Source: an optimization exercise on an open RTL-to-GDS flow (aim: small area and a short achievable clock period). Production flows keep margins and buffers that such runs may drop. The clock port is modelled as an ideal driver; clocking choices that lean on that would not hold on a real chip. Power and IR drop assume default switching activity.

==> flow/design.v <==
package benes_cfg_sequencer_pkg;
   localparam int SIZE       = 32;
   localparam int SWITCH_NUM = SIZE / 2;
   localparam int STAGE_NUM  = 2 * $clog2(SIZE) - 1;
   localparam int CFG_DEPTH  = 16;
   localparam int AW         = $clog2(CFG_DEPTH);
   localparam int SW         = $clog2(STAGE_NUM);
   localparam int CW         = SWITCH_NUM * STAGE_NUM;
   localparam logic [1:0] ST_IDLE  = 2'd0;
   localparam logic [1:0] ST_RUN   = 2'd1;
   localparam logic [1:0] ST_FLUSH = 2'd2;
endpackage
module benes_cfg_sequencer_ram
(
   input  logic                                              clk,
   input  logic                                              rst_n,
   input  logic                                              wr_en,
   input  logic [benes_cfg_sequencer_pkg::AW-1:0]            wr_idx,
   input  logic [benes_cfg_sequencer_pkg::SW-1:0]            wr_stage,
   input  logic [benes_cfg_sequencer_pkg::SWITCH_NUM-1:0]    wr_data,
   input  logic [benes_cfg_sequencer_pkg::CFG_DEPTH-1:0]     rd_gsel,
   input  logic                                              rd_hold,
   output logic [benes_cfg_sequencer_pkg::CW-1:0]            rd_data
);
   localparam int SWITCH_NUM = benes_cfg_sequencer_pkg::SWITCH_NUM;
   localparam int STAGE_NUM  = benes_cfg_sequencer_pkg::STAGE_NUM;
   localparam int CFG_DEPTH  = benes_cfg_sequencer_pkg::CFG_DEPTH;
   localparam int CW         = benes_cfg_sequencer_pkg::CW;
   logic [CW-1:0] rd_data_d;
   logic [CW-1:0] rd_data_q;
   logic [CW-1:0] row [CFG_DEPTH];
   logic [CW-1:0] rd_or [CFG_DEPTH+1];
   assign rd_or[0] = rd_data_q & {CW{rd_hold}};
   genvar e, s;
   generate
      for (e = 0; e < CFG_DEPTH; e = e + 1) begin : g_entry
         for (s = 0; s < STAGE_NUM; s = s + 1) begin : g_stage
            always_ff @(posedge clk) begin
               if (wr_en && (wr_idx == e) && (wr_stage == s)) begin
                  row[e][CW-1-SWITCH_NUM*s -: SWITCH_NUM] <= wr_data;
               end
            end
         end
         assign rd_or[e+1] = rd_or[e] | (row[e] & {CW{rd_gsel[e]}});
      end
   endgenerate
   assign rd_data_d = rd_or[CFG_DEPTH];
   always_ff @(posedge clk or negedge rst_n) begin
      if (!rst_n) begin
         rd_data_q <= '0;
      end else begin
         rd_data_q <= rd_data_d;
      end
   end
   assign rd_data = rd_data_q;
endmodule
module benes_cfg_sequencer
(
   input  logic                                              clk,
   input  logic                                              rst_n,
   input  logic                                              i_cfg_wr_en,
   input  logic [benes_cfg_sequencer_pkg::AW-1:0]            i_cfg_wr_idx,
   input  logic [benes_cfg_sequencer_pkg::SW-1:0]            i_cfg_wr_stage,
   input  logic [benes_cfg_sequencer_pkg::SWITCH_NUM-1:0]    i_cfg_wr_data,
   input  logic                                              i_cmd_valid,
   output logic                                              o_cmd_ready,
   input  logic [benes_cfg_sequencer_pkg::AW-1:0]            i_cmd_base,
   input  logic [benes_cfg_sequencer_pkg::AW:0]              i_cmd_len,
   input  logic                                              i_advance,
   input  logic                                              i_abort,
   output logic [benes_cfg_sequencer_pkg::CW-1:0]            o_switch_set,
   output logic                                              o_cfg_valid,
   output logic [benes_cfg_sequencer_pkg::AW-1:0]            o_cfg_idx,
   output logic                                              o_done,
   output logic                                              o_busy
);
   localparam int         AW       = benes_cfg_sequencer_pkg::AW;
   localparam logic [1:0] ST_IDLE  = benes_cfg_sequencer_pkg::ST_IDLE;
   localparam logic [1:0] ST_RUN   = benes_cfg_sequencer_pkg::ST_RUN;
   localparam logic [1:0] ST_FLUSH = benes_cfg_sequencer_pkg::ST_FLUSH;
   logic [1:0]       state_d,     state_q;
   logic [AW-1:0]    rd_ptr_d,    rd_ptr_q;
   logic [benes_cfg_sequencer_pkg::CFG_DEPTH-1:0] rd_sel_d, rd_sel_q;
   logic [AW:0]      remain_d,    remain_q;
   logic             cfg_valid_d, cfg_valid_q;
   logic [AW-1:0]    cfg_idx_d,   cfg_idx_q;
   logic             done_d,      done_q;
   logic             busy_d,      busy_q;
   logic             cmd_ready_d, cmd_ready_q;
   logic             rd_en;
   logic             accept;
   assign rd_en  = (state_q == ST_RUN) && i_advance;
   assign accept = i_cmd_valid && cmd_ready_q;
   benes_cfg_sequencer_ram u_ram (
      .clk      (clk),
      .rst_n    (rst_n),
      .wr_en    (i_cfg_wr_en),
      .wr_idx   (i_cfg_wr_idx),
      .wr_stage (i_cfg_wr_stage),
      .wr_data  (i_cfg_wr_data),
      .rd_gsel  (rd_sel_q & {benes_cfg_sequencer_pkg::CFG_DEPTH{rd_en}}),
      .rd_hold  (!rd_en),
      .rd_data  (o_switch_set)
   );
   always_comb begin
      state_d     = state_q;
      rd_ptr_d    = rd_ptr_q;
      rd_sel_d    = rd_sel_q;
      remain_d    = remain_q;
      cfg_valid_d = rd_en;
      cfg_idx_d   = rd_en ? rd_ptr_q : cfg_idx_q;
      done_d      = 1'b0;
      case (state_q)
         ST_IDLE: begin
            if (accept) begin
               rd_ptr_d = i_cmd_base;
               rd_sel_d = '0;
               rd_sel_d[i_cmd_base] = 1'b1;
               remain_d = i_cmd_len;
               if (i_cmd_len == '0) begin
                  state_d = ST_FLUSH;
                  done_d  = 1'b1;
               end else begin
                  state_d = ST_RUN;
               end
            end
         end
         ST_RUN: begin
            if (rd_en) begin
               rd_ptr_d = rd_ptr_q + 1'b1;
               rd_sel_d = {rd_sel_q[benes_cfg_sequencer_pkg::CFG_DEPTH-2:0], rd_sel_q[benes_cfg_sequencer_pkg::CFG_DEPTH-1]};
               remain_d = remain_q - 1'b1;
               if (remain_q == (AW+1)'(1)) begin
                  state_d = ST_FLUSH;
                  done_d  = 1'b1;
               end
            end
            if (i_abort) begin
               state_d = ST_IDLE;
               done_d  = 1'b0;
            end
         end
         ST_FLUSH: begin
            state_d = ST_IDLE;
         end
         default: begin
            state_d = ST_IDLE;
         end
      endcase
      busy_d      = (state_d != ST_IDLE);
      cmd_ready_d = (state_d == ST_IDLE);
   end
   always_ff @(posedge clk or negedge rst_n) begin
      if (!rst_n) begin
         state_q     <= ST_IDLE;
         rd_ptr_q    <= '0;
         rd_sel_q    <= 16'd1;
         remain_q    <= '0;
         cfg_valid_q <= 1'b0;
         cfg_idx_q   <= '0;
         done_q      <= 1'b0;
         busy_q      <= 1'b0;
         cmd_ready_q <= 1'b1;
      end else begin
         state_q     <= state_d;
         rd_ptr_q    <= rd_ptr_d;
         rd_sel_q    <= rd_sel_d;
         remain_q    <= remain_d;
         cfg_valid_q <= cfg_valid_d;
         cfg_idx_q   <= cfg_idx_d;
         done_q      <= done_d;
         busy_q      <= busy_d;
         cmd_ready_q <= cmd_ready_d;
      end
   end
   assign o_cfg_valid = cfg_valid_q;
   assign o_cfg_idx   = cfg_idx_q;
   assign o_done      = done_q;
   assign o_busy      = busy_q;
   assign o_cmd_ready = cmd_ready_q;
endmodule
==> flow/config.mk <==
export PLATFORM = sky130hd
export DESIGN_NAME = benes_cfg_sequencer
export DESIGN_NICKNAME = benes_cfg_sequencer
export VERILOG_FILES = /design/flow/design.v
export SDC_FILE = /design/flow/constraint.sdc
export NUM_CORES = 4
export LEC_CHECK = 0
export CAP_MARGIN = 20
export CORE_MARGIN = 2
export CORE_UTILIZATION = 60
export SLEW_MARGIN = 20
==> flow/constraint.sdc <==
create_clock -name core_clock -period 3.0 [get_ports {clk}]
set_input_delay 0.6000 -clock core_clock [delete_from_list [all_inputs] [get_ports {clk}]]
set_output_delay 0.6000 -clock core_clock [all_outputs]
set_load 0.01 [all_outputs]
standard.sh (not shown) runs the stock make flow with config.mk's settings and CLKGATE_MAP_FILE= SYNTH_SCRIPT=/design/flow/synth_recipe.tcl, a recipe that flattens the netlist after the stock synthesis.
==> flow/flow/run.sh <==
#!/bin/bash
# Own layout flow: the standard ORFS flow (standard.sh, unchanged synthesis) with
#  - a clock tree without dummy balancing loads and with larger sink clusters, and
#  - the setup repair margin applied only after CTS, once clock latencies are real.
# Every tool's output lands in the ORFS logs under orfs/logs; make's own output in standard.log.
set -euo pipefail
here=$(cd "$(dirname "${BASH_SOURCE[0]}")" && pwd)
export CTS_ARGS="-sink_clustering_enable -repair_clock_nets -dont_use_dummy_load -sink_clustering_size 25 -sink_clustering_max_diameter 50"
export PRE_CTS_TCL=$here/margin.tcl
export PRE_GLOBAL_ROUTE_TCL=$here/margin.tcl
bash standard.sh > standard.log 2>&1
==> flow/flow/margin.tcl <==
# Setup margin for the post-CTS repair passes (propagated clocks).
set ::env(SETUP_SLACK_MARGIN) 1.2
Rerun with:
==> flow/run.sh (new file) <==
#!/bin/bash
# synth_recipe.tcl (not shown) runs the flow's synth.tcl, then flattens the netlist and writes it again
# the make line also repeats each setting of config.mk as NAME=value (left out here)
make -C /OpenROAD-flow-scripts/flow DESIGN_CONFIG=/design/flow/config.mk WORK_HOME=/design/flow/orfs CLKGATE_MAP_FILE= SYNTH_SCRIPT=/design/flow/synth_recipe.tcl finish
Settings changed: CTS_CLUSTER_DIAMETER set to 50, CTS_CLUSTER_SIZE set to 25, SETUP_SLACK_MARGIN set to 1.1, TNS_END_PERCENT set to 5.
removed: flow/flow/run.sh
removed: flow/flow/margin.tcl
removed: flow/standard.sh
Effect:
- The changed run went through all stages and came out clean
- total power is lower by 8.2%
- fmax is higher by 1.2%
- wire length is lower by 11%
- worst hold slack gets better by 0.090 ns
- clock skew is lower by 0.020 ns
- via count is lower by 5.0%
- critical path depth is lower by 2
No run of this note included a check of the RTL's function; only the layout flow was run.

afterwards: timing with drivers on the ports:
In the flow no input, the clock included, has a driving cell. The finished layouts below were timed again as built, in two steps.
Step 1 sets driving cells, clkbuf_16 on the clock port and buf_2 on the other inputs (assumed; they add their load-dependent delay and slew).
Step 2 also shifts input and output timing later by t, the mid clock arrival at the registers, as if the neighbouring blocks saw the same clock.
Slacks: no drivers / after step 1 / after step 2; pairs: no drivers / after step 1.
run | t (ns) | setup WS [ns] | slew at the worst register clock pin (ns) | pins driven straight from the clock port
the first run | 0.911 | 0.836 / 0.836 / 0.224 | 0.10 / 0.10 | 1
the second run | 0.914 | 0.861 / 0.830 / -0.004 | 0.10 / 0.10 | 1
Met with ideal ports but missed after step 2: setup timing in the second run. The setup slack of the second run, which loses most, moves by -0.031 ns with the drivers and by -0.865 ns with both steps.
